This design comes from an exercise in tuning for small area on the open sky130 flow, not from production work.

## zinc
## pid_controller_param
module pid_controller_param #(
  parameter int DW   = pid_pkg::DEF_DW,
  parameter int FRAC = pid_pkg::DEF_FRAC,
  parameter int ACCW = 2*DW+4
) (
  input  logic                 clk,
  input  logic                 rst,
  input  logic                 en,
  input  logic                 clear,
  input  logic signed [DW-1:0] setpoint,
  input  logic signed [DW-1:0] feedback,
  input  logic signed [DW-1:0] kp,
  input  logic signed [DW-1:0] ki,
  input  logic signed [DW-1:0] kd,
  input  logic [ACCW-2:0]      int_limit,
  input  logic [15:0]          clk_times,
  output logic signed [DW-1:0] control_signal,
  output logic                 valid,
  output logic                 busy,
  output logic                 overrun
);
Size in the first run: roughly 150 I/O pins, ~15,000 µm² of cells after synthesis.
Settings: LEC_CHECK=0, ABC_AREA=1, CAP_MARGIN=20, CORE_MARGIN=2, CORE_UTILIZATION=65, CTS_BUF_LIST=sky130_fd_sc_hd__clkbuf_8, SLEW_MARGIN=20, SYNTH_HIERARCHICAL=1; clock period 13.5 ns.
standard.sh (not shown) runs the stock make flow with config.mk's settings and CLKGATE_MAP_FILE= SYNTH_SCRIPT=/design/flow/synth_recipe.tcl, a recipe that flattens the netlist after the stock synthesis.
==> flow/flow/run.sh <==
#!/bin/bash
# Standard synthesis, then the combinational logic re-mapped for area (registers,
# adder cells and tie cells untouched), then the standard layout with the
# smallest buffer on the ports. Each tool writes its log to a file here.
set -euo pipefail
export BUFFER_PORTS_ARGS="-buffer_cell sky130_fd_sc_hd__buf_1"
bash standard.sh synth > log_synth.log 2>&1
R=orfs/results/$FLOW_PLATFORM/pid_controller_param/base
LIB=$FLOW_HOME/platforms/$FLOW_PLATFORM/lib/sky130_fd_sc_hd__tt_025C_1v80.lib
cp $R/1_2_yosys.v std_netlist.v
KEEP=$(grep -oE "sky130_fd_sc_hd__(df|edf|sdf|dl|fa_|ha_|conb)[a-z0-9_]*" std_netlist.v | sort -u | tr '\n' ' ')
sed -e "s|@LIB@|$LIB|g" -e "s|@KEEP@|$KEEP|" -e "s|@TOP@|$FLOW_TOP|g" flow/remap.ys.in > remap.ys
yosys -l log_remap.log -s remap.ys > /dev/null
cp remap_netlist.v $R/1_2_yosys.v
rm -f $R/1_synth.odb $R/1_synth.sdc
bash standard.sh > log_flow.log 2>&1
Other scripts of this flow, unchanged in this note and not shown: flow/flow/remap.abc, flow/flow/remap.ys.in
#### Input delta (amber over zinc)
Settings: SLEW_MARGIN now 0, was 20; CORE_UTILIZATION now 40, was 65; CAP_MARGIN now 0, was 20.
Notes after the runs:
- Worst hold-check slack delta for amber relative to zinc: 0.0080 ns higher
- Summary: with zinc as the reference, wire length of the first global-routing pass in amber moved up by a few percent.
- amber: routed wire length 8.7% above zinc
No run of this note included a check of the RTL's function; only the layout flow was run.

---

## run P
pid_controller_param, a different RTL version from the one above (not shown whole).
Size: roughly 1,400 cells after synthesis, ~150 I/O pins, ~14,000 sq um of cells after synthesis.
Settings: LEC_CHECK=0, ABC_AREA=1, CAP_MARGIN=20, CORE_MARGIN=2, CORE_UTILIZATION=65, CTS_BUF_LIST=sky130_fd_sc_hd__clkbuf_8, SLEW_MARGIN=20, SYNTH_HIERARCHICAL=1; clock period 13.5 ns.
==> flow/flow/run.sh <==
#!/bin/bash
# Standard synthesis; then the combinational logic re-mapped for area by ABC
# (registers, full/half adder cells and tie cells kept exactly as synthesized).
# Re-mapping is tried with two ABC scripts and 1 to 3 passes of each, and
# with the half adder cells re-mapped too (c); each result gets a quick pre-layout
# timing estimate, and the smallest one whose estimate is within the margin is
# kept (the fastest if none is). Then the standard layout, with the smallest
# buffer on the ports. Each tool logs to a file of its own here.
set -euo pipefail
export BUFFER_PORTS_ARGS="-buffer_cell sky130_fd_sc_hd__buf_1"
bash standard.sh synth > log_synth.log 2>&1
R=orfs/results/$FLOW_PLATFORM/pid_controller_param/base
P=$FLOW_HOME/platforms/$FLOW_PLATFORM
LIB=$P/lib/sky130_fd_sc_hd__tt_025C_1v80.lib
cp $R/1_2_yosys.v std_netlist.v
KEEP=$(grep -oE "sky130_fd_sc_hd__(df|edf|sdf|dl|fa_|ha_|conb)[a-z0-9_]*" std_netlist.v | sort -u | tr '\n' ' ')
KEEPC=$(grep -oE "sky130_fd_sc_hd__(df|edf|sdf|dl|fa_|conb)[a-z0-9_]*" std_netlist.v | sort -u | tr '\n' ' ')
MARGIN=-0.5
: > remap_choice.txt
for v in a b c; do
for k in 1 2 3; do
  n=$v$k
  src=flow/remap.abc; [[ $v == b ]] && src=flow/remap_b.abc
  keep=$KEEP; [[ $v == c ]] && keep=$KEEPC
  : > remap_$n.abc
  for i in $(seq 1 $k); do cat $src >> remap_$n.abc; done
  sed -e "s|@LIB@|$LIB|g" -e "s|@KEEP@|$keep|" -e "s|@TOP@|$FLOW_TOP|g" \
      -e "s|flow/remap.abc|remap_$n.abc|" -e "s|remap_stat.txt|remap_stat_$n.txt|" \
      -e "s|remap_netlist.v|remap_netlist_$n.v|" -e "s|remap_pre.txt|remap_pre_$n.txt|" \
      flow/remap.ys.in > remap_$n.ys
  yosys -l log_remap_$n.log -s remap_$n.ys > /dev/null
  a=$(awk '/Chip area for module/ {print $NF}' remap_stat_$n.txt | tail -1)
  PSTA_TLEF=$P/lef/sky130_fd_sc_hd.tlef PSTA_LEF=$P/lef/sky130_fd_sc_hd_merged.lef PSTA_LIB=$LIB \
  PSTA_NETLIST=remap_netlist_$n.v PSTA_TOP=$FLOW_TOP PSTA_SDC=$FLOW_SDC \
    openroad -no_init -exit flow/psta.tcl > log_psta_$n.log 2>&1 || true
  s=$(awk '/^BENCHPSTA/ {print $2}' log_psta_$n.log | tail -1)
  [[ -n "$s" ]] || s=-1000
  echo "$n $a $s" >> remap_choice.txt
done
done
best=$(awk -v m=$MARGIN '
  { if ($3 >= m && (ba == "" || $2 < ba)) { ba = $2; bn = $1 }
    if (fs == "" || $3 > fs) { fs = $3; fn = $1 } }
  END { print (bn != "" ? bn : fn) }' remap_choice.txt)
echo "chosen $best" >> remap_choice.txt
cp remap_netlist_$best.v $R/1_2_yosys.v
rm -f $R/1_synth.odb $R/1_synth.sdc
bash standard.sh > log_flow.log 2>&1
Other scripts of this flow, unchanged in this note and not shown: flow/flow/psta.tcl, flow/flow/remap.abc, flow/flow/remap.ys.in, flow/flow/remap_b.abc
Relative to run P, the following input files were edited for run A:
--- a/flow/flow/run.sh
+++ b/flow/flow/run.sh
@@ -3,4 +3,3 @@
 # (registers, full/half adder cells and tie cells kept exactly as synthesized).
-# Re-mapping is tried with two ABC scripts and 1 to 3 passes of each, and
-# with the half adder cells re-mapped too (c); each result gets a quick pre-layout
+# Re-mapping is tried with two ABC scripts and 1 to 3 passes of each; each result gets a quick pre-layout
 # timing estimate, and the smallest one whose estimate is within the margin is
@@ -16,6 +15,5 @@
 KEEP=$(grep -oE "sky130_fd_sc_hd__(df|edf|sdf|dl|fa_|ha_|conb)[a-z0-9_]*" std_netlist.v | sort -u | tr '\n' ' ')
-KEEPC=$(grep -oE "sky130_fd_sc_hd__(df|edf|sdf|dl|fa_|conb)[a-z0-9_]*" std_netlist.v | sort -u | tr '\n' ' ')
 MARGIN=-0.5
 : > remap_choice.txt
-for v in a b c; do
+for v in a b; do
 for k in 1 2 3; do
@@ -23,6 +21,5 @@
   src=flow/remap.abc; [[ $v == b ]] && src=flow/remap_b.abc
-  keep=$KEEP; [[ $v == c ]] && keep=$KEEPC
   : > remap_$n.abc
   for i in $(seq 1 $k); do cat $src >> remap_$n.abc; done
-  sed -e "s|@LIB@|$LIB|g" -e "s|@KEEP@|$keep|" -e "s|@TOP@|$FLOW_TOP|g" \
+  sed -e "s|@LIB@|$LIB|g" -e "s|@KEEP@|$KEEP|" -e "s|@TOP@|$FLOW_TOP|g" \
       -e "s|flow/remap.abc|remap_$n.abc|" -e "s|remap_stat.txt|remap_stat_$n.txt|" \
Results
Every stage of the flow completed for run A, and the final layout passed the timing, DRC and antenna checks. NOTE: worst hold slack in run A exceeds that of run P. In the tables for run P and run A, net count of the mapped netlist reads lower with run A. On final period demand of the worst path: between run P and run A, it ends up lower for run A. [diff] cell area after synthesis, run A relative to run P: regression. Looking at commonest non-fill, non-tap cell in the layout, the sky130_fd_sc_hd__fa_1 result is from run A; the sky130_fd_sc_hd__nor2_1 one comes from run P.
Function was not checked in any run of this note: the RTL went through the layout flow alone.

re-timing with driven ports:
In the flow no input, the clock included, has a driving cell. The finished layouts below were timed again as built, in two steps.
Step 1 sets driving cells, clkbuf_16 on the clock port and buf_2 on the other inputs (assumed; they add their load-dependent delay and slew).
Step 2 also shifts input and output timing later by t, the mid clock arrival at the registers, as if the neighbouring blocks saw the same clock.
Slacks: ideal ports / drivers / drivers and shift; pairs: ideal ports / drivers.
| run | shift t [ns] | setup WS [ns] | hold WS [ns] | worst setup path at the end | cell pins on the clock port's net |
|---|---|---|---|---|---|
| zinc | 0.509 | 1.905 / 1.927 / 1.418 | 0.499 / 0.499 / 0.499 | input to register | 1 |
| amber | 0.548 | 1.909 / 1.938 / 1.389 | 0.507 / 0.507 / 0.507 | input to register | 1 |
| run P | 0.523 | 0.619 / 0.644 / 0.121 | 0.495 / 0.495 / 0.495 | input to register | 1 |
| run A | 0.516 | 0.767 / 0.788 / 0.272 | 0.500 / 0.500 / 0.500 | input to register | 1 |
After both steps setup and hold are still met in every run listed. For amber, which loses most, drivers alone change the setup slack by +0.029 ns; drivers and shift together by -0.520 ns.
